This is an optimization exercise on Yosys and OpenROAD, whose aim is a short achievable clock period and few clock cycles per item, not a production implementation. In this exercise RTL edits were held to simulation tests only and were not proved equivalent to the original. Power and IR drop assume default switching activity.

==> design/flow/design.v <==
`timescale 1ns/1ns
package isa_pkg;
  localparam logic [6:0] OP    = 7'b0110011;   
  localparam logic [6:0] OPIMM = 7'b0010011;
  localparam logic [6:0] LUI   = 7'b0110111;
  localparam logic [6:0] F7_MULDIV = 7'b0000001;
  localparam int A_ADD = 0;
  localparam int A_SUB = 1;
  localparam int A_SLL = 2;
  localparam int A_SLT = 3;
  localparam int A_XOR = 4;
  localparam int A_SRL = 5;
  localparam int A_OR  = 6;
  localparam int A_AND = 7;
  localparam logic [1:0] M_LO  = 2'b00;
  localparam logic [1:0] M_HU  = 2'b10;
  localparam logic [1:0] M_HS  = 2'b11;
endpackage
`timescale 1ns/1ns
module issue_stage #(
  parameter int TW = 4
) (
  input  logic           clk_100mhz,
  input  logic           sys_rst,
  input  logic           i_rst_now,    
  input  logic           i_inst_valid,
  input  logic [31:0]    i_inst,
  output logic           o_inst_ready,
  input  logic           i_rob_room,
  input  logic [TW-1:0]  i_rob_tag,
  output logic           o_rob_alloc,
  output logic [4:0]     o_rob_rd,
  input  logic           i_aq_room1,
  input  logic           i_aq_room2,
  input  logic           i_mq_room1,
  input  logic           i_mq_room2,
  input  logic           i_pa_valid,
  input  logic [TW-1:0]  i_pa_tag,
  input  logic           i_pm_valid,
  input  logic [TW-1:0]  i_pm_tag,
  input  logic [31:0]    i_a_value,
  input  logic [31:0]    i_m_value,
  output logic           o_alu_push,
  output logic           o_mul_push,
  output logic [7:0]     o_alu_sel,
  output logic [1:0]     o_mul_op,
  output logic [TW-1:0]  o_dtag,
  output logic [TW+32:0] o_src1,
  output logic [TW+32:0] o_src2,
  output logic [1:0]     o_hit1,
  output logic [1:0]     o_hit2
);
  localparam int OW = TW + 33;
  logic [31:0] h_inst;
  logic        h_valid;
  logic        h_mul;
  logic [31:0] h_rd;      
  logic [31:0] h_rs1;
  logic [31:0] h_rs2;
  logic [31:0] s_inst;
  logic        s_valid;
  logic        s_mul;
  logic [31:0] s_rd;
  logic [31:0] s_rs1;
  logic [31:0] s_rs2;
  logic [31:0] in_rd;
  logic [31:0] in_rs1;
  logic [31:0] in_rs2;
  logic        ready_q;
  logic        fire;
  logic        take;
  logic        in_mul;
  logic        h_valid_next;
  logic        s_valid_next;
  assign o_inst_ready = ready_q;
  assign fire         = i_inst_valid && ready_q;
  assign in_mul       = (i_inst[6:0] == isa_pkg::OP) && (i_inst[31:25] == isa_pkg::F7_MULDIV);
  assign in_rd        = 32'd1 << i_inst[11:7];
  assign in_rs1       = 32'd1 << i_inst[19:15];
  assign in_rs2       = 32'd1 << i_inst[24:20];
  always_comb begin
    if (take) begin
      h_valid_next = s_valid || fire;
      s_valid_next = s_valid && fire;
    end else begin
      h_valid_next = h_valid || fire;
      s_valid_next = s_valid || (h_valid && fire);
    end
  end
  always_ff @(posedge clk_100mhz) begin
    if (sys_rst) begin
      h_valid <= 1'b0;
      s_valid <= 1'b0;
    end else begin
      h_valid <= h_valid_next;
      s_valid <= s_valid_next;
    end
  end
  always_ff @(posedge clk_100mhz) begin
    if (i_rst_now) begin
      ready_q <= 1'b0;
    end else if (sys_rst) begin
      ready_q <= 1'b1;
    end else begin
      ready_q <= !s_valid_next;
    end
  end
  always_ff @(posedge clk_100mhz) begin
    if (take ? s_valid : h_valid) begin
      if (take) begin
        h_inst <= s_inst;
        h_mul  <= s_mul;
        h_rd   <= s_rd;
        h_rs1  <= s_rs1;
        h_rs2  <= s_rs2;
      end
    end else begin
      h_inst <= i_inst;
      h_mul  <= in_mul;
      h_rd   <= in_rd;
      h_rs1  <= in_rs1;
      h_rs2  <= in_rs2;
    end
    if (take ? !s_valid : (h_valid && !s_valid)) begin
      s_inst <= i_inst;
      s_mul  <= in_mul;
      s_rd   <= in_rd;
      s_rs1  <= in_rs1;
      s_rs2  <= in_rs2;
    end
  end
  logic [31:0] inst;
  logic [6:0]  opcode;
  logic [4:0]  rd;
  logic [2:0]  funct3;
  logic [4:0]  rs1;
  logic [4:0]  rs2;
  logic        is_lui;
  logic        is_opimm;
  logic        is_op;
  logic        is_mul;
  logic [7:0]  alu_sel;
  logic [1:0]  mul_op;
  logic        has_inst;
  logic        q_ok;
  assign inst     = h_inst;
  assign opcode   = inst[6:0];
  assign rd       = inst[11:7];
  assign funct3   = inst[14:12];
  assign rs1      = inst[19:15];
  assign rs2      = inst[24:20];
  assign is_lui   = (opcode == isa_pkg::LUI);
  assign is_opimm = (opcode == isa_pkg::OPIMM);
  assign is_op    = (opcode == isa_pkg::OP);
  assign is_mul   = h_mul;
  always_comb begin
    alu_sel = '0;
    if (is_lui) begin
      alu_sel[isa_pkg::A_ADD] = 1'b1;
    end else begin
      case (funct3)
        3'b000: begin
          if (is_op && inst[30]) alu_sel[isa_pkg::A_SUB] = 1'b1;
          else                   alu_sel[isa_pkg::A_ADD] = 1'b1;
        end
        3'b001:  alu_sel[isa_pkg::A_SLL] = 1'b1;
        3'b010:  alu_sel[isa_pkg::A_SLT] = 1'b1;
        3'b011:  alu_sel[isa_pkg::A_ADD] = 1'b1;
        3'b100:  alu_sel[isa_pkg::A_XOR] = 1'b1;
        3'b101:  alu_sel[isa_pkg::A_SRL] = 1'b1;
        3'b110:  alu_sel[isa_pkg::A_OR]  = 1'b1;
        default: alu_sel[isa_pkg::A_AND] = 1'b1;
      endcase
    end
  end
  always_comb begin
    case (funct3)
      3'b001:  mul_op = isa_pkg::M_HS;
      3'b011:  mul_op = isa_pkg::M_HU;
      default: mul_op = isa_pkg::M_LO;
    endcase
  end
  logic d2_alu;
  logic d2_mul;
  assign has_inst    = h_valid;
  assign q_ok        = is_mul ? (d2_mul ? i_mq_room2 : i_mq_room1)
                              : (d2_alu ? i_aq_room2 : i_aq_room1);
  assign take        = has_inst && i_rob_room && q_ok;
  assign o_rob_alloc = take;
  assign o_rob_rd    = rd;
  logic [31:0][OW-1:0] rat_q;    
  logic [31:0][1:0]    rat_h;    
  assign rat_q[0] = {1'b1, {TW{1'b0}}, 32'd0};
  assign rat_h[0] = 2'b00;
  for (genvar r = 1; r < 32; r++) begin : g_rat
    logic          rdy;
    logic [TW-1:0] tag;
    logic [31:0]   val;
    logic [1:0]    hit;
    logic [1:0]    hit_next;
    logic [OW-1:0] w;
    logic          alloc;
    assign alloc    = take && h_rd[r];
    assign rat_q[r] = {rdy, tag, val};
    assign rat_h[r] = hit;
    cdb_snoop #(.TW(TW)) u_s (.i_op(rat_q[r]), .i_hit(hit),
      .i_a_value(i_a_value), .i_m_value(i_m_value), .o_op(w));
    cdb_prehit #(.TW(TW)) u_h (.i_rdy(w[OW-1] || alloc), .i_tag(tag),
      .i_pa_valid(i_pa_valid), .i_pa_tag(i_pa_tag), .i_pm_valid(i_pm_valid),
      .i_pm_tag(i_pm_tag), .o_hit(hit_next));
    always_ff @(posedge clk_100mhz) begin
      if (sys_rst) begin
        rdy <= 1'b1;
        val <= '0;
        hit <= '0;
      end else begin
        hit <= hit_next;
        rdy <= w[OW-1] && !alloc;
        val <= w[31:0];
      end
    end
    always_ff @(posedge clk_100mhz) begin
      if (alloc) begin
        tag <= i_rob_tag;
      end
    end
  end
  logic [OW-1:0] rd1;
  logic [OW-1:0] rd2;
  logic [1:0]    rh1;
  logic [1:0]    rh2;
  logic [OW-1:0] sn1;
  logic [OW-1:0] sn2;
  always_comb begin
    rd1 = '0;
    rd2 = '0;
    rh1 = '0;
    rh2 = '0;
    for (int r = 0; r < 32; r++) begin
      rd1 = rd1 | ({OW{h_rs1[r]}} & rat_q[r]);
      rd2 = rd2 | ({OW{h_rs2[r]}} & rat_q[r]);
      rh1 = rh1 | ({2{h_rs1[r]}} & rat_h[r]);
      rh2 = rh2 | ({2{h_rs2[r]}} & rat_h[r]);
    end
  end
  cdb_snoop #(.TW(TW)) u_r1 (.i_op(rd1), .i_hit(rh1),
    .i_a_value(i_a_value), .i_m_value(i_m_value), .o_op(sn1));
  cdb_snoop #(.TW(TW)) u_r2 (.i_op(rd2), .i_hit(rh2),
    .i_a_value(i_a_value), .i_m_value(i_m_value), .o_op(sn2));
  logic [OW-1:0] op1;
  logic [OW-1:0] op2;
  logic [1:0]    h1;
  logic [1:0]    h2;
  logic [31:0]   imm_i;
  logic [31:0]   imm_u;
  assign imm_i = {{20{inst[31]}}, inst[31:20]};
  assign imm_u = {inst[31:12], 12'b0};
  always_comb begin
    op1 = sn1;
    op2 = sn2;
    if (is_lui) begin
      op1 = {1'b1, {TW{1'b0}}, 32'd0};
      op2 = {1'b1, {TW{1'b0}}, imm_u};
    end else if (is_opimm) begin
      op2 = {1'b1, {TW{1'b0}}, imm_i};
    end
  end
  cdb_prehit #(.TW(TW)) u_h1 (.i_rdy(op1[OW-1]), .i_tag(op1[OW-2:32]),
    .i_pa_valid(i_pa_valid), .i_pa_tag(i_pa_tag), .i_pm_valid(i_pm_valid),
    .i_pm_tag(i_pm_tag), .o_hit(h1));
  cdb_prehit #(.TW(TW)) u_h2 (.i_rdy(op2[OW-1]), .i_tag(op2[OW-2:32]),
    .i_pa_valid(i_pa_valid), .i_pa_tag(i_pa_tag), .i_pm_valid(i_pm_valid),
    .i_pm_tag(i_pm_tag), .o_hit(h2));
  logic          d2_valid;
  logic          d2_is_mul;
  always_ff @(posedge clk_100mhz) begin
    if (sys_rst) begin
      d2_valid <= 1'b0;
    end else begin
      d2_valid <= take;
    end
  end
  always_ff @(posedge clk_100mhz) begin
    d2_is_mul <= is_mul;
    o_alu_sel <= alu_sel;
    o_mul_op  <= mul_op;
    o_dtag    <= i_rob_tag;
    o_src1    <= op1;
    o_src2    <= op2;
    o_hit1    <= h1;
    o_hit2    <= h2;
  end
  assign d2_alu     = d2_valid && !d2_is_mul;
  assign d2_mul     = d2_valid && d2_is_mul;
  assign o_alu_push = d2_alu;
  assign o_mul_push = d2_mul;
endmodule
`timescale 1ns/1ns
module reservation_station #(
  parameter int N  = 8,
  parameter int PW = 8,    
  parameter int TW = 4
) (
  input  logic           clk_100mhz,
  input  logic           sys_rst,
  input  logic           i_push,
  input  logic [PW-1:0]  i_pay,
  input  logic [TW+32:0] i_src1,
  input  logic [TW+32:0] i_src2,
  input  logic [1:0]     i_hit1,
  input  logic [1:0]     i_hit2,
  input  logic [31:0]    i_a_value,
  input  logic [31:0]    i_m_value,
  input  logic           i_pa_valid,
  input  logic [TW-1:0]  i_pa_tag,
  input  logic           i_pm_valid,
  input  logic [TW-1:0]  i_pm_tag,
  output logic           o_room1,    
  output logic           o_room2,    
  output logic           o_issue,
  output logic [PW-1:0]  o_pay,
  output logic [31:0]    o_a,
  output logic [31:0]    o_b
);
  localparam int OW = TW + 33;
  logic [N-1:0]         valid;     
  logic [N-1:0][PW-1:0] pay;
  logic [N-1:0][OW-1:0] src1;
  logic [N-1:0][OW-1:0] src2;
  logic [N-1:0][1:0]    hit1;
  logic [N-1:0][1:0]    hit2;
  logic [N:0][OW-1:0]   w1;
  logic [N:0][OW-1:0]   w2;
  logic [OW-1:0]        n1;
  logic [OW-1:0]        n2;
  logic                 pop;
  for (genvar i = 0; i < N; i++) begin : g_snoop
    cdb_snoop #(.TW(TW)) u_s1 (.i_op(src1[i]), .i_hit(hit1[i]),
      .i_a_value(i_a_value), .i_m_value(i_m_value), .o_op(w1[i]));
    cdb_snoop #(.TW(TW)) u_s2 (.i_op(src2[i]), .i_hit(hit2[i]),
      .i_a_value(i_a_value), .i_m_value(i_m_value), .o_op(w2[i]));
  end
  assign w1[N] = '0;
  assign w2[N] = '0;
  cdb_snoop #(.TW(TW)) u_n1 (.i_op(i_src1), .i_hit(i_hit1),
    .i_a_value(i_a_value), .i_m_value(i_m_value), .o_op(n1));
  cdb_snoop #(.TW(TW)) u_n2 (.i_op(i_src2), .i_hit(i_hit2),
    .i_a_value(i_a_value), .i_m_value(i_m_value), .o_op(n2));
  assign pop     = valid[0] && src1[0][OW-1] && src2[0][OW-1];
  assign o_issue = pop;
  assign o_pay   = pay[0];
  assign o_a     = src1[0][31:0];
  assign o_b     = src2[0][31:0];
  assign o_room1 = !valid[N-1];
  assign o_room2 = !valid[N-2];
  always_ff @(posedge clk_100mhz) begin
    if (sys_rst) begin
      valid <= '0;
    end else begin
      for (int i = 0; i < N; i++) begin
        if (pop) begin
          valid[i] <= ((i < N-1) && valid[(i < N-1) ? i+1 : i]) || (i_push && valid[i]);
        end else begin
          valid[i] <= valid[i] || (i_push && ((i == 0) || valid[(i > 0) ? i-1 : 0]));
        end
      end
    end
  end
  logic [N:0][1:0] c1;
  logic [N:0][1:0] c2;
  logic [1:0]      cn1;
  logic [1:0]      cn2;
  for (genvar i = 0; i < N; i++) begin : g_pre
    cdb_prehit #(.TW(TW)) u_c1 (.i_rdy(w1[i][OW-1]), .i_tag(w1[i][OW-2:32]),
      .i_pa_valid(i_pa_valid), .i_pa_tag(i_pa_tag), .i_pm_valid(i_pm_valid),
      .i_pm_tag(i_pm_tag), .o_hit(c1[i]));
    cdb_prehit #(.TW(TW)) u_c2 (.i_rdy(w2[i][OW-1]), .i_tag(w2[i][OW-2:32]),
      .i_pa_valid(i_pa_valid), .i_pa_tag(i_pa_tag), .i_pm_valid(i_pm_valid),
      .i_pm_tag(i_pm_tag), .o_hit(c2[i]));
  end
  assign c1[N] = '0;
  assign c2[N] = '0;
  cdb_prehit #(.TW(TW)) u_cn1 (.i_rdy(n1[OW-1]), .i_tag(n1[OW-2:32]),
    .i_pa_valid(i_pa_valid), .i_pa_tag(i_pa_tag), .i_pm_valid(i_pm_valid),
    .i_pm_tag(i_pm_tag), .o_hit(cn1));
  cdb_prehit #(.TW(TW)) u_cn2 (.i_rdy(n2[OW-1]), .i_tag(n2[OW-2:32]),
    .i_pa_valid(i_pa_valid), .i_pa_tag(i_pa_tag), .i_pm_valid(i_pm_valid),
    .i_pm_tag(i_pm_tag), .o_hit(cn2));
  for (genvar i = 0; i < N; i++) begin : g_ent
    logic          take_next;
    logic [PW-1:0] pay_next;
    if (i < N-1) begin : g_mid
      assign take_next = valid[i+1];
      assign pay_next  = pay[i+1];
    end else begin : g_last
      assign take_next = 1'b0;
      assign pay_next  = '0;
    end
    always_ff @(posedge clk_100mhz) begin
      if (pop ? take_next : valid[i]) begin
        src1[i] <= pop ? w1[i+1] : w1[i];
        src2[i] <= pop ? w2[i+1] : w2[i];
        hit1[i] <= pop ? c1[i+1] : c1[i];
        hit2[i] <= pop ? c2[i+1] : c2[i];
      end else begin
        src1[i] <= n1;
        src2[i] <= n2;
        hit1[i] <= cn1;
        hit2[i] <= cn2;
      end
      if (pop ? !take_next : !valid[i]) begin
        pay[i] <= i_pay;
      end else if (pop) begin
        pay[i] <= pay_next;
      end
    end
  end
endmodule
`timescale 1ns/1ns
module alu_unit #(
  parameter int TW = 4
) (
  input  logic          clk_100mhz,
  input  logic          sys_rst,
  input  logic [7:0]    i_sel,
  input  logic [31:0]   i_a,
  input  logic [31:0]   i_b,
  output logic [31:0]   o_value
);
  logic [31:0] sum;
  logic [31:0] dif;
  logic [31:0] sll;
  logic [31:0] srl;
  logic [31:0] other;
  logic [31:0] sum_q;
  logic [31:0] dif_q;
  logic [31:0] other_q;
  logic        add_q;
  logic        sub_q;
  logic        slt_q;
  logic        a31_q;
  logic        b31_q;
  logic        slt;
  prefix_add #(.W(32)) u_add (.i_a(i_a), .i_b(i_b),  .i_ci(1'b0), .o_s(sum), .o_co());
  prefix_add #(.W(32)) u_sub (.i_a(i_a), .i_b(~i_b), .i_ci(1'b1), .o_s(dif), .o_co());
  assign sll = i_a << i_b[4:0];
  assign srl = i_a >> i_b[4:0];
  assign other = ({32{i_sel[isa_pkg::A_SLL]}} & sll)
               | ({32{i_sel[isa_pkg::A_SRL]}} & srl)
               | ({32{i_sel[isa_pkg::A_XOR]}} & (i_a ^ i_b))
               | ({32{i_sel[isa_pkg::A_OR]}}  & (i_a | i_b))
               | ({32{i_sel[isa_pkg::A_AND]}} & (i_a & i_b));
  always_ff @(posedge clk_100mhz) begin
    sum_q   <= sum;
    dif_q   <= dif;
    other_q <= other;
    add_q   <= i_sel[isa_pkg::A_ADD];
    sub_q   <= i_sel[isa_pkg::A_SUB];
    slt_q   <= i_sel[isa_pkg::A_SLT];
    a31_q   <= i_a[31];
    b31_q   <= i_b[31];
  end
  assign slt = (a31_q ^ b31_q) ? a31_q : dif_q[31];
  assign o_value = ({32{add_q}} & sum_q) | ({32{sub_q}} & dif_q) | other_q
                 | {31'b0, slt_q & slt};
endmodule
module prefix_add #(
  parameter int W = 32
) (
  input  logic [W-1:0] i_a,
  input  logic [W-1:0] i_b,
  input  logic         i_ci,
  output logic [W-1:0] o_s,
  output logic         o_co
);
  localparam int L = $clog2(W);
  logic [L:0][W-1:0] g;
  logic [L:0][W-1:0] p;
  logic [W-1:0]      h;    
  assign h    = i_a ^ i_b;
  assign p[0] = h;
  assign g[0] = (i_a & i_b) | {{(W-1){1'b0}}, h[0] & i_ci};
  for (genvar l = 0; l < L; l++) begin : g_lvl
    for (genvar i = 0; i < W; i++) begin : g_bit
      if (i >= (1 << l)) begin : g_op
        assign g[l+1][i] = g[l][i] | (p[l][i] & g[l][i - (1 << l)]);
        assign p[l+1][i] = p[l][i] & p[l][i - (1 << l)];
      end else begin : g_pass
        assign g[l+1][i] = g[l][i];
        assign p[l+1][i] = p[l][i];
      end
    end
  end
  assign o_s  = h ^ {g[L][W-2:0], i_ci};
  assign o_co = g[L][W-1];
endmodule
`timescale 1ns/1ns
module mul_unit #(
  parameter int TW     = 4,
  parameter int STAGES = 3
) (
  input  logic          clk_100mhz,
  input  logic          sys_rst,
  input  logic          i_valid,
  input  logic [1:0]    i_op,
  input  logic [TW-1:0] i_tag,
  input  logic [31:0]   i_a,
  input  logic [31:0]   i_b,
  output logic          o_pre_valid,    
  output logic [TW-1:0] o_pre_tag,
  output logic [31:0]   o_value
);
  logic [17:0][63:0] pp;
  logic [11:0][63:0] l1;
  logic [3:0][63:0] l4;
  logic [2:0][63:0] l5;
  logic [1:0][63:0] l6;
  logic [63:0] a64;
  logic [33:0] b34;
  function automatic logic [127:0] csa(input logic [63:0] x, input logic [63:0] y,
                                       input logic [63:0] z);
    logic [63:0] s;
    logic [63:0] c;
    s = x ^ y ^ z;
    c = (x & y) | (x & z) | (y & z);
    csa = {s, c[62:0], 1'b0};
  endfunction
  assign a64 = {{32{i_op[0] & i_a[31]}}, i_a};
  assign b34 = {{2{i_op[0] & i_b[31]}}, i_b};
  always_comb begin
    logic [2:0]  d;
    logic        one;
    logic        two;
    logic        neg;
    logic [63:0] mag;
    logic [63:0] negrow;
    negrow = '0;
    for (int i = 0; i < 17; i++) begin
      d   = {b34[2*i+1], b34[2*i], (i == 0) ? 1'b0 : b34[(i == 0) ? 0 : 2*i-1]};
      one = d[1] ^ d[0];
      two = (d[2] & ~d[1] & ~d[0]) | (~d[2] & d[1] & d[0]);
      neg = d[2] & ~(d[1] & d[0]);
      mag = ({64{one}} & a64) | ({64{two}} & {a64[62:0], 1'b0});
      pp[i] = (mag ^ {64{neg}}) << (2*i);
      negrow[2*i] = neg;
    end
    pp[17] = negrow;
  end
  always_comb begin
    for (int g = 0; g < 6; g++) begin
      {l1[2*g], l1[2*g+1]} = csa(pp[3*g], pp[3*g+1], pp[3*g+2]);
    end
  end
  logic [7:0][63:0] l2b;
  always_comb begin
    for (int g = 0; g < 4; g++) begin
      {l2b[2*g], l2b[2*g+1]} = csa(l1[3*g], l1[3*g+1], l1[3*g+2]);
    end
  end
  logic [5:0][63:0] r3;    
  always_comb begin
    {r3[0], r3[1]} = csa(l2b[0], l2b[1], l2b[2]);
    {r3[2], r3[3]} = csa(l2b[3], l2b[4], l2b[5]);
    r3[4] = l2b[6];
    r3[5] = l2b[7];
  end
  logic        v1;
  logic [1:0]  op1;
  logic [TW-1:0] tag1;
  logic        v2;
  logic [1:0]  op2;
  logic [TW-1:0] tag2;
  logic [63:0] fin_x;
  logic [63:0] fin_y;
  logic [1:0]  fin_op;
  logic [5:0][63:0] s1;
  logic [1:0][63:0] s2;
  if (STAGES == 3) begin : g_three
    always_ff @(posedge clk_100mhz) begin
      begin
        s1   <= r3;
        op1  <= i_op;
        tag1 <= i_tag;
      end
    end
    always_comb begin
      {l4[0], l4[1]} = csa(s1[0], s1[1], s1[2]);
      {l4[2], l4[3]} = csa(s1[3], s1[4], s1[5]);
      {l5[0], l5[1]} = csa(l4[0], l4[1], l4[2]);
      l5[2] = l4[3];
      {l6[0], l6[1]} = csa(l5[0], l5[1], l5[2]);
    end
    always_ff @(posedge clk_100mhz) begin
      begin
        s2   <= l6;
        op2  <= op1;
        tag2 <= tag1;
      end
    end
    always_ff @(posedge clk_100mhz) begin
      if (sys_rst) begin
        v1 <= 1'b0;
        v2 <= 1'b0;
      end else begin
        v1 <= i_valid;
        v2 <= v1;
      end
    end
    assign fin_x  = s2[0];
    assign fin_y  = s2[1];
    assign fin_op = op2;
  end else begin : g_two
    always_comb begin
      {l4[0], l4[1]} = csa(r3[0], r3[1], r3[2]);
      {l4[2], l4[3]} = csa(r3[3], r3[4], r3[5]);
    end
    always_ff @(posedge clk_100mhz) begin
      begin
        s1[3:0] <= l4;
        op2  <= i_op;
        tag2 <= i_tag;
      end
    end
    always_ff @(posedge clk_100mhz) begin
      if (sys_rst) begin
        v2 <= 1'b0;
      end else begin
        v2 <= i_valid;
      end
    end
    always_comb begin
      {l5[0], l5[1]} = csa(s1[0], s1[1], s1[2]);
      l5[2] = s1[3];
      {l6[0], l6[1]} = csa(l5[0], l5[1], l5[2]);
    end
    assign fin_x  = l6[0];
    assign fin_y  = l6[1];
    assign fin_op = op2;
  end
  logic [31:0] lo;
  logic [31:0] hi0;
  logic [31:0] hi1;
  logic        c32;
  logic [31:0] lo_q;
  logic [31:0] hi0_q;
  logic [31:0] hi1_q;
  logic        c32_q;
  logic        high_q;
  prefix_add #(.W(32)) u_lo  (.i_a(fin_x[31:0]),  .i_b(fin_y[31:0]),  .i_ci(1'b0), .o_s(lo),  .o_co(c32));
  prefix_add #(.W(32)) u_hi0 (.i_a(fin_x[63:32]), .i_b(fin_y[63:32]), .i_ci(1'b0), .o_s(hi0), .o_co());
  prefix_add #(.W(32)) u_hi1 (.i_a(fin_x[63:32]), .i_b(fin_y[63:32]), .i_ci(1'b1), .o_s(hi1), .o_co());
  assign o_pre_valid = v2;
  assign o_pre_tag   = tag2;
  always_ff @(posedge clk_100mhz) begin
    lo_q   <= lo;
    hi0_q  <= hi0;
    hi1_q  <= hi1;
    c32_q  <= c32;
    high_q <= fin_op[1];
  end
  assign o_value = !high_q ? lo_q : (c32_q ? hi1_q : hi0_q);
endmodule
`timescale 1ns/1ns
module cdb_snoop #(
  parameter int TW = 4
) (
  input  logic [TW+32:0] i_op,
  input  logic [1:0]     i_hit,       
  input  logic [31:0]    i_a_value,
  input  logic [31:0]    i_m_value,
  output logic [TW+32:0] o_op
);
  assign o_op[TW+32]    = i_op[TW+32] | i_hit[1] | i_hit[0];
  assign o_op[TW+31:32] = i_op[TW+31:32];
  assign o_op[31:0]     = ({32{i_hit[1]}} & i_a_value) | ({32{i_hit[0]}} & i_m_value)
                        | ({32{!(i_hit[1] | i_hit[0])}} & i_op[31:0]);
endmodule
module cdb_prehit #(
  parameter int TW = 4
) (
  input  logic          i_rdy,
  input  logic [TW-1:0] i_tag,
  input  logic          i_pa_valid,
  input  logic [TW-1:0] i_pa_tag,
  input  logic          i_pm_valid,
  input  logic [TW-1:0] i_pm_tag,
  output logic [1:0]    o_hit
);
  assign o_hit[1] = !i_rdy && i_pa_valid && (i_pa_tag == i_tag);
  assign o_hit[0] = !i_rdy && i_pm_valid && (i_pm_tag == i_tag);
endmodule
`timescale 1ns/1ns
module reorder_buffer #(
  parameter int TW = 4
) (
  input  logic          clk_100mhz,
  input  logic          sys_rst,
  input  logic          i_rst_now,    
  input  logic          i_alloc,
  input  logic [4:0]    i_rd,
  output logic          o_room,
  output logic [TW-1:0] o_tag,
  input  logic          i_pa_valid,
  input  logic [TW-1:0] i_pa_tag,
  input  logic          i_pm_valid,
  input  logic [TW-1:0] i_pm_tag,
  input  logic [31:0]   i_a_value,
  input  logic [31:0]   i_m_value,
  output logic          o_commit_valid,
  output logic [3:0]    o_commit_tag,
  output logic [4:0]    o_commit_rd,
  output logic [31:0]   o_commit_value
);
  localparam int D = 1 << TW;
  logic [TW-1:0] head;
  logic [TW-1:0] tail;
  logic [TW:0]   count;
  logic [D-1:0]  done;
  logic [D-1:0]  wa;      
  logic [D-1:0]  wm;      
  logic [4:0]    rds  [D];
  logic [31:0]   vals [D];
  logic          retire;
  logic [2:0]    seq;
  assign o_room = !count[TW];
  assign o_tag  = tail;
  assign retire = done[head];
  always_ff @(posedge clk_100mhz) begin
    if (sys_rst) begin
      head  <= '0;
      tail  <= '0;
      count <= '0;
      done  <= '0;
      wa    <= '0;
      wm    <= '0;
      seq   <= '0;
    end else begin
      for (int i = 0; i < D; i++) begin
        wa[i] <= i_pa_valid && i_pa_tag == TW'(i);
        wm[i] <= i_pm_valid && i_pm_tag == TW'(i);
        if (wa[i] || wm[i]) begin
          done[i] <= 1'b1;
        end else if ((retire && head == TW'(i)) || (i_alloc && tail == TW'(i))) begin
          done[i] <= 1'b0;
        end
      end
      if (i_alloc) begin
        tail <= tail + 1'b1;
      end
      if (retire) begin
        head <= head + 1'b1;
        seq  <= seq + 1'b1;
      end
      count <= count + (TW+1)'(i_alloc) - (TW+1)'(retire);
    end
  end
  always_ff @(posedge clk_100mhz) begin
    if (sys_rst || i_rst_now) begin
      o_commit_valid <= 1'b0;
    end else begin
      o_commit_valid <= retire;
    end
  end
  always_ff @(posedge clk_100mhz) begin
    for (int i = 0; i < D; i++) begin
      if (i_alloc && tail == TW'(i)) begin
        rds[i] <= i_rd;
      end
      if (wa[i]) begin
        vals[i] <= i_a_value;
      end else if (wm[i]) begin
        vals[i] <= i_m_value;
      end
    end
    o_commit_tag   <= {1'b0, seq};
    o_commit_rd    <= rds[head];
    o_commit_value <= vals[head];
  end
endmodule
`timescale 1ns/1ns
module ooo_core_top #(
  parameter int TW         = 4,    
  parameter int AQ_DEPTH   = 8,
  parameter int MQ_DEPTH   = 6,
  parameter int MUL_STAGES = 3
) (
  input  logic        clk_100mhz,
  input  logic        sys_rst,
  input  logic        i_inst_valid,
  input  logic [31:0] i_inst,
  output logic        o_inst_ready,
  output logic [41:0] o_commit
);
  localparam int OW = TW + 33;
  logic          rob_room;
  logic [TW-1:0] rob_tag;
  logic          rob_alloc;
  logic [4:0]    rob_rd;
  logic          aq_room1;
  logic          aq_room2;
  logic          mq_room1;
  logic          mq_room2;
  logic          alu_push;
  logic          mul_push;
  logic [7:0]    alu_sel;
  logic [1:0]    mul_op;
  logic [TW-1:0] dtag;
  logic [OW-1:0] src1;
  logic [OW-1:0] src2;
  logic          alu_issue;
  logic [7:0]    alu_iss_sel;
  logic [TW-1:0] alu_iss_tag;
  logic [31:0]   alu_a;
  logic [31:0]   alu_b;
  logic          mul_issue;
  logic [1:0]    mul_iss_op;
  logic [TW-1:0] mul_iss_tag;
  logic [31:0]   mul_a;
  logic [31:0]   mul_b;
  logic [1:0]    hit1;
  logic [1:0]    hit2;
  logic          pa_valid;    
  logic [TW-1:0] pa_tag;
  logic          pm_valid;    
  logic [TW-1:0] pm_tag;
  logic [31:0]   a_value;
  logic [31:0]   m_value;
  logic          rst_q;       
  logic          commit_valid;
  logic [3:0]    commit_tag;
  logic [4:0]    commit_rd;
  logic [31:0]   commit_value;
  assign o_commit = {commit_valid, commit_tag, commit_rd, commit_value};
  always_ff @(posedge clk_100mhz) begin
    rst_q <= sys_rst;
  end
  assign pa_valid = alu_issue;
  assign pa_tag   = alu_iss_tag;
  issue_stage #(
    .TW (TW)
  ) u_issue (
    .clk_100mhz   (clk_100mhz),
    .sys_rst      (rst_q),
    .i_rst_now    (sys_rst),
    .i_inst_valid (i_inst_valid),
    .i_inst       (i_inst),
    .o_inst_ready (o_inst_ready),
    .i_rob_room   (rob_room),
    .i_rob_tag    (rob_tag),
    .o_rob_alloc  (rob_alloc),
    .o_rob_rd     (rob_rd),
    .i_aq_room1   (aq_room1),
    .i_aq_room2   (aq_room2),
    .i_mq_room1   (mq_room1),
    .i_mq_room2   (mq_room2),
    .i_pa_valid   (pa_valid),
    .i_pa_tag     (pa_tag),
    .i_pm_valid   (pm_valid),
    .i_pm_tag     (pm_tag),
    .i_a_value    (a_value),
    .i_m_value    (m_value),
    .o_alu_push   (alu_push),
    .o_mul_push   (mul_push),
    .o_alu_sel    (alu_sel),
    .o_mul_op     (mul_op),
    .o_dtag       (dtag),
    .o_src1       (src1),
    .o_src2       (src2),
    .o_hit1       (hit1),
    .o_hit2       (hit2)
  );
  reservation_station #(
    .N  (AQ_DEPTH),
    .PW (8 + TW),
    .TW (TW)
  ) u_alu_rs (
    .clk_100mhz (clk_100mhz),
    .sys_rst    (rst_q),
    .i_push     (alu_push),
    .i_pay      ({alu_sel, dtag}),
    .i_src1     (src1),
    .i_src2     (src2),
    .i_hit1     (hit1),
    .i_hit2     (hit2),
    .i_a_value  (a_value),
    .i_m_value  (m_value),
    .i_pa_valid (pa_valid),
    .i_pa_tag   (pa_tag),
    .i_pm_valid (pm_valid),
    .i_pm_tag   (pm_tag),
    .o_room1    (aq_room1),
    .o_room2    (aq_room2),
    .o_issue    (alu_issue),
    .o_pay      ({alu_iss_sel, alu_iss_tag}),
    .o_a        (alu_a),
    .o_b        (alu_b)
  );
  reservation_station #(
    .N  (MQ_DEPTH),
    .PW (2 + TW),
    .TW (TW)
  ) u_mul_rs (
    .clk_100mhz (clk_100mhz),
    .sys_rst    (rst_q),
    .i_push     (mul_push),
    .i_pay      ({mul_op, dtag}),
    .i_src1     (src1),
    .i_src2     (src2),
    .i_hit1     (hit1),
    .i_hit2     (hit2),
    .i_a_value  (a_value),
    .i_m_value  (m_value),
    .i_pa_valid (pa_valid),
    .i_pa_tag   (pa_tag),
    .i_pm_valid (pm_valid),
    .i_pm_tag   (pm_tag),
    .o_room1    (mq_room1),
    .o_room2    (mq_room2),
    .o_issue    (mul_issue),
    .o_pay      ({mul_iss_op, mul_iss_tag}),
    .o_a        (mul_a),
    .o_b        (mul_b)
  );
  alu_unit #(
    .TW (TW)
  ) u_alu (
    .clk_100mhz (clk_100mhz),
    .sys_rst    (rst_q),
    .i_sel      (alu_iss_sel),
    .i_a        (alu_a),
    .i_b        (alu_b),
    .o_value    (a_value)
  );
  mul_unit #(
    .TW     (TW),
    .STAGES (MUL_STAGES)
  ) u_mul (
    .clk_100mhz (clk_100mhz),
    .sys_rst    (rst_q),
    .i_valid    (mul_issue),
    .i_op       (mul_iss_op),
    .i_tag      (mul_iss_tag),
    .i_a        (mul_a),
    .i_b        (mul_b),
    .o_pre_valid (pm_valid),
    .o_pre_tag   (pm_tag),
    .o_value     (m_value)
  );
  reorder_buffer #(
    .TW (TW)
  ) u_rob (
    .clk_100mhz     (clk_100mhz),
    .sys_rst        (rst_q),
    .i_rst_now      (sys_rst),
    .i_alloc        (rob_alloc),
    .i_rd           (rob_rd),
    .o_room         (rob_room),
    .o_tag          (rob_tag),
    .i_pa_valid     (pa_valid),
    .i_pa_tag       (pa_tag),
    .i_pm_valid     (pm_valid),
    .i_pm_tag       (pm_tag),
    .i_a_value      (a_value),
    .i_m_value      (m_value),
    .o_commit_valid (commit_valid),
    .o_commit_tag   (commit_tag),
    .o_commit_rd    (commit_rd),
    .o_commit_value (commit_value)
  );
endmodule
==> design/flow/flow/run.sh <==
#!/bin/bash
set -euo pipefail
bash standard.sh SETUP_SLACK_MARGIN=7.5 TNS_END_PERCENT=100 finish > flow_make.log 2>&1
==> design/flow/standard.sh <==
#!/bin/bash
# synth_recipe.tcl (not shown) runs the flow's synth.tcl, then flattens the netlist and writes it again
# the make line also repeats each setting of config.mk as NAME=value (left out here)
make -C /OpenROAD-flow-scripts/flow DESIGN_CONFIG=/design/flow/config.mk WORK_HOME=/design/flow/orfs CLKGATE_MAP_FILE= SYNTH_SCRIPT=/design/flow/synth_recipe.tcl "${@:-finish}"
==> design/flow/config.mk <==
export PLATFORM = sky130hd
export DESIGN_NAME = ooo_core_top
export DESIGN_NICKNAME = ooo_core_top
export VERILOG_FILES = /design/flow/design.v
export SDC_FILE = /design/flow/constraint.sdc
export NUM_CORES = 4
export LEC_CHECK = 0
export CAP_MARGIN = 20
export CELL_PAD_IN_SITES_DETAIL_PLACEMENT = 1
export CELL_PAD_IN_SITES_GLOBAL_PLACEMENT = 1
export CORE_MARGIN = 2
export CORE_UTILIZATION = 45
export SLEW_MARGIN = 20
==> design/flow/constraint.sdc <==
create_clock -name core_clock -period 11.0 [get_ports {clk_100mhz}]
set_input_delay 2.2000 -clock core_clock [delete_from_list [all_inputs] [get_ports {clk_100mhz}]]
set_output_delay 2.2000 -clock core_clock [all_outputs]
set_load 0.01 [all_outputs]
==> results_dict.tcl <==
set metrics [dict create \
    root_buffer "clkbuf_16" \
    holdPathStages 0 \
    core-area_um2 479000 \
    total_power_mw 39.0 \
    overflow 0 \
    finalCritPeriodShare_pct 34.4 \
    ys_ff_latch 4109 \
    fillers 52400 \
    num_io_pins 78 \
    seq_area_um2 94700 \
    grt_max_degree 192 \
    reg2reg_depth 8 \
    synth.top_cells.by_area "dfxtp_1 (27%), edfxtp_1 (17%), a21oi_1 (6.6%)" \
    slew_headroom_pct 17.5 \
    synth_edf_count 1216 \
    grt_pass1_wl_mm 1630 \
    worstSetupPathType "reg2reg" \
    die_area_um2 487000 \
    multi_input_area_um2 113000 \
    hold_path_end "u_mul.tag2[2]" \
    p_leak_nw 85.2 \
    avgSynthCellArea_um2 9.36 \
    finalSetupViolCount 0 \
    hp-class "reg2reg" \
    synth_most_common_cell "dfxtp_1" \
    drc_errors 0 \
    crit_arrival_ps 4750 \
    worst_slew_pin_slew_ps 1240 \
    synth_top_area_share_pct 26.7 \
    dr.pass1.iters 16 \
    ys_dominant_reg_cell "dfxtp_1" \
    numCtsBuffers 465 \
    cts_sinks 4109 \
    period_minus_slack_ps 3780 \
    drtAntennaViolNets 0 \
    setup_tns_ps 0 \
    synth_area_leader_cell "dfxtp_1" \
    cp.required_ps 11970 \
    viasPerCell 7.36 \
    numPortBuffers 76 \
    crit-reg2reg-launch "u_issue.h_rs2[16]" \
    vias 212000 \
    place_congestion 1.02 \
    hp-start "u_mul.tag1[2]" \
    clock_skew_ps 99.8 \
    synth_commonest_cells "dfxtp_1 (2893), a21oi_1 (2842), clkbuf_1 (2529)" \
    fp.dieW_um 698 \
    max-vdd-ir-drop_mv 0.145 \
    nNetsFinal 22700 \
    yosysSeqAreaShare_pct 43.6 \
    first_iter_violations 35200 \
    wl_per_cell_um 41.5 \
    maxCapViolCount 0 \
    synth_fp_nets 24100 \
    cts_tree "done" \
    grt_pass1_vias 204000 \
    reg2reg_to "u_issue.o_src2[12]" \
    dp_hpwl_mm 759 \
    ctsLongestPathBuffers 4 \
    yosysUniqueCellTypes 93 \
    grt.total_usage_pct 46.7 \
    antenna_found_initial 86 \
    clk_pin_slew_ps 60 \
    rsz0062_at_grt "yes" \
    cp-end-kind "flip-flop" \
    startpoint_type "flip-flop" \
    synth_cells 23200 \
    routed_wl_mm 1190 \
    synth-async-reset-ratio_pct 0 \
    rows 254 \
    fmax_mhz 264 \
    initial_core_util_pct 45.2 \
    areaGrowthSynthToFinish_pct 12.0 \
    postCtsHoldBufs 0 \
    synthesis.area_um2 217000 \
    critical_path.max_fanout 30 \
    power_density_nw_per_um2 161 \
    htree_levels 5 \
    status "complete, no violations" \
    rrSetupSlack_ps 7220 \
    hold_violations 0 \
    fp.dieH_um 698 \
    drive_gt1_share_pct 10.5 \
    insertion_delay_ps 1130 \
    yosys_warnings 9 \
    finalMaxSlewViolations 0 \
]
layout make-up:
type	instances	area share (%)
antenna	162	0.167
clock buffer	639	5.44
clock inverter	241	1.24
inverter	604	0.938
multi-input combinational	15700	46.4
sequential	4109	39.0
tap	6400	3.30
timing repair buffer	940	3.51
sequential cells by signal (all words and copies together), names as in the netlist, 36 cells and up:
name               cells
u_issue.o_src2        37
u_alu_rs.src1        296
u_issue.g_rat.tag    124
u_issue.o_src1        37
u_mul.s1             278
u_alu_rs.pay          96
u_mul_rs.src2        222
u_mul_rs.pay          36
u_alu_rs.src2        296
u_mul_rs.src1        222
u_issue.g_rat.val    992
u_mul.s2             123
u_rob.rds             80
u_issue.g_rat.hit     62
u_rob.vals           512
layout by cell type (no fill, tap or decap), types with 629 or more instances in the layout:
cell type and instances:
a22oi_1 1800, buf_4 688, nand2_1 2094, xor2_1 629
dfxtp_1 2735, a21oi_1 2736, a22o_1 1514, nor2_1 1086
edfxtp_1 1216, o21ai_0 817
worst max path at each step:
| stage | to | startpoint | slack, ps | cells past startpoint |
|---|---|---|---|---|
| detailed placement | u_issue.o_src2[16] | u_issue.h_rs2[14] | 6460 | 10 |
| finish | u_issue.o_src2[12] | u_issue.h_rs2[16] | 7220 | 8 |
| global route | o_commit[30] | u_rob.o_commit_value[30] | 7230 | 1 |
| floorplan | u_issue.ready_q | u_issue.d2_is_mul | 7490 | 8 |
| CTS | o_commit[30] | u_rob.o_commit_value[30] | 7190 | 1 |
| global placement | u_issue.o_src2[16] | u_issue.h_rs2[14] | 6030 | 10 |
critical path, stage by stage, from the launching register on:
cell and delay (ps):
edfxtp_1 580, buf_4 430, buf_4 420, a22o_1 250, a221oi_1 240, nand4_1 170
o21ai_1 860, a21oi_1 310, a211o_1 310
power by group:
group,internal (mW),switching [mW]
registers,16.2,0.465
logic,1.16,4.28
clock network,9.79,7.11
metrics by stage:
stage / instances / util (%) / cell area (µm²) / worst slack, ps / hold slack, ps
3_5_place_dp: 27700 / 46.8 / 224000 / 6460 / 313
6_report: 28800 / 50.7 / 243000 / 7220 / 323
4_1_cts: 28600 / 50.4 / 241000 / 7190 / 318
2_1_floorplan: 23200 / - / 217000 / 7490 / 310
3_3_place_gp: 27700 / 46.7 / 224000 / 6030 / 310
5_1_grt: 28700 / 50.6 / 243000 / 7230 / 327
metal layers:
metal | part of all wire (%) | vias up | track usage [%] | routed length [µm]
li1 | - | 82600 | - | -
met1 | 38 | 108000 | 59.3 | 454000
met2 | 40 | 16900 | 66.0 | 480000
met3 | 13 | 4589 | 16.8 | 157000
met4 | 8.5 | 48 | 31.5 | 101000
met5 | 0.098 | - | 1.37 | 1160
timing repair:
action                                 4_1_cts  5_1_grt
cloned                                       5        6
gates resized for setup                    422      179
endpoints found under the hold margin        0        0
pin swaps                                   13       18
setup buffers                               39       27
setup endpoints to repair                 1681      696
kinds of logic (layout without fill, tap and decap cells):
group	count (synthesis)	in the layout	synth area share (%)
flip-flops	4109	4109	43.6
XOR/XNOR	1171	1171	4.73
buffers and inverters	3369	2424	5.85
adder cells (fa/ha/maj)	865	865	6.98
AND/OR/NAND/NOR	4286	4286	8.46
multiplexers	320	321	1.60
other	1	163	0.00173
AO/OA/AOI/OAI	9035	9039	28.8
Testbench counts, summed over its fixed seeds: cycles 40,340, items 40,000.

what the ideal ports hide:
Ports are ideal in the flow. The routed layout listed here was re-timed in OpenROAD.
Step 1 sets driving cells, clkbuf_16 on the clock port and buf_2 on the other inputs (assumed; they add their load-dependent delay and slew).
Step 2, shift: input delay + t, output delay - t, t = (earliest + latest rising clock arrival at the registers) / 2. This alone moves slack from input paths to output paths.
a / b / c = ideal / step 1 / step 2; a / b = the first two.
t (ns): 1.226
slack for setup (ns): 7.216 / 7.090 / 6.158
worst setup path after step 2: input to register
worst data-port slew with drivers (ns): 0.44
cell pins on the clock port's net: 1
After both steps setup and hold are still met in this run. For this run, drivers alone change the setup slack by -0.126 ns; drivers and shift together by -1.058 ns.
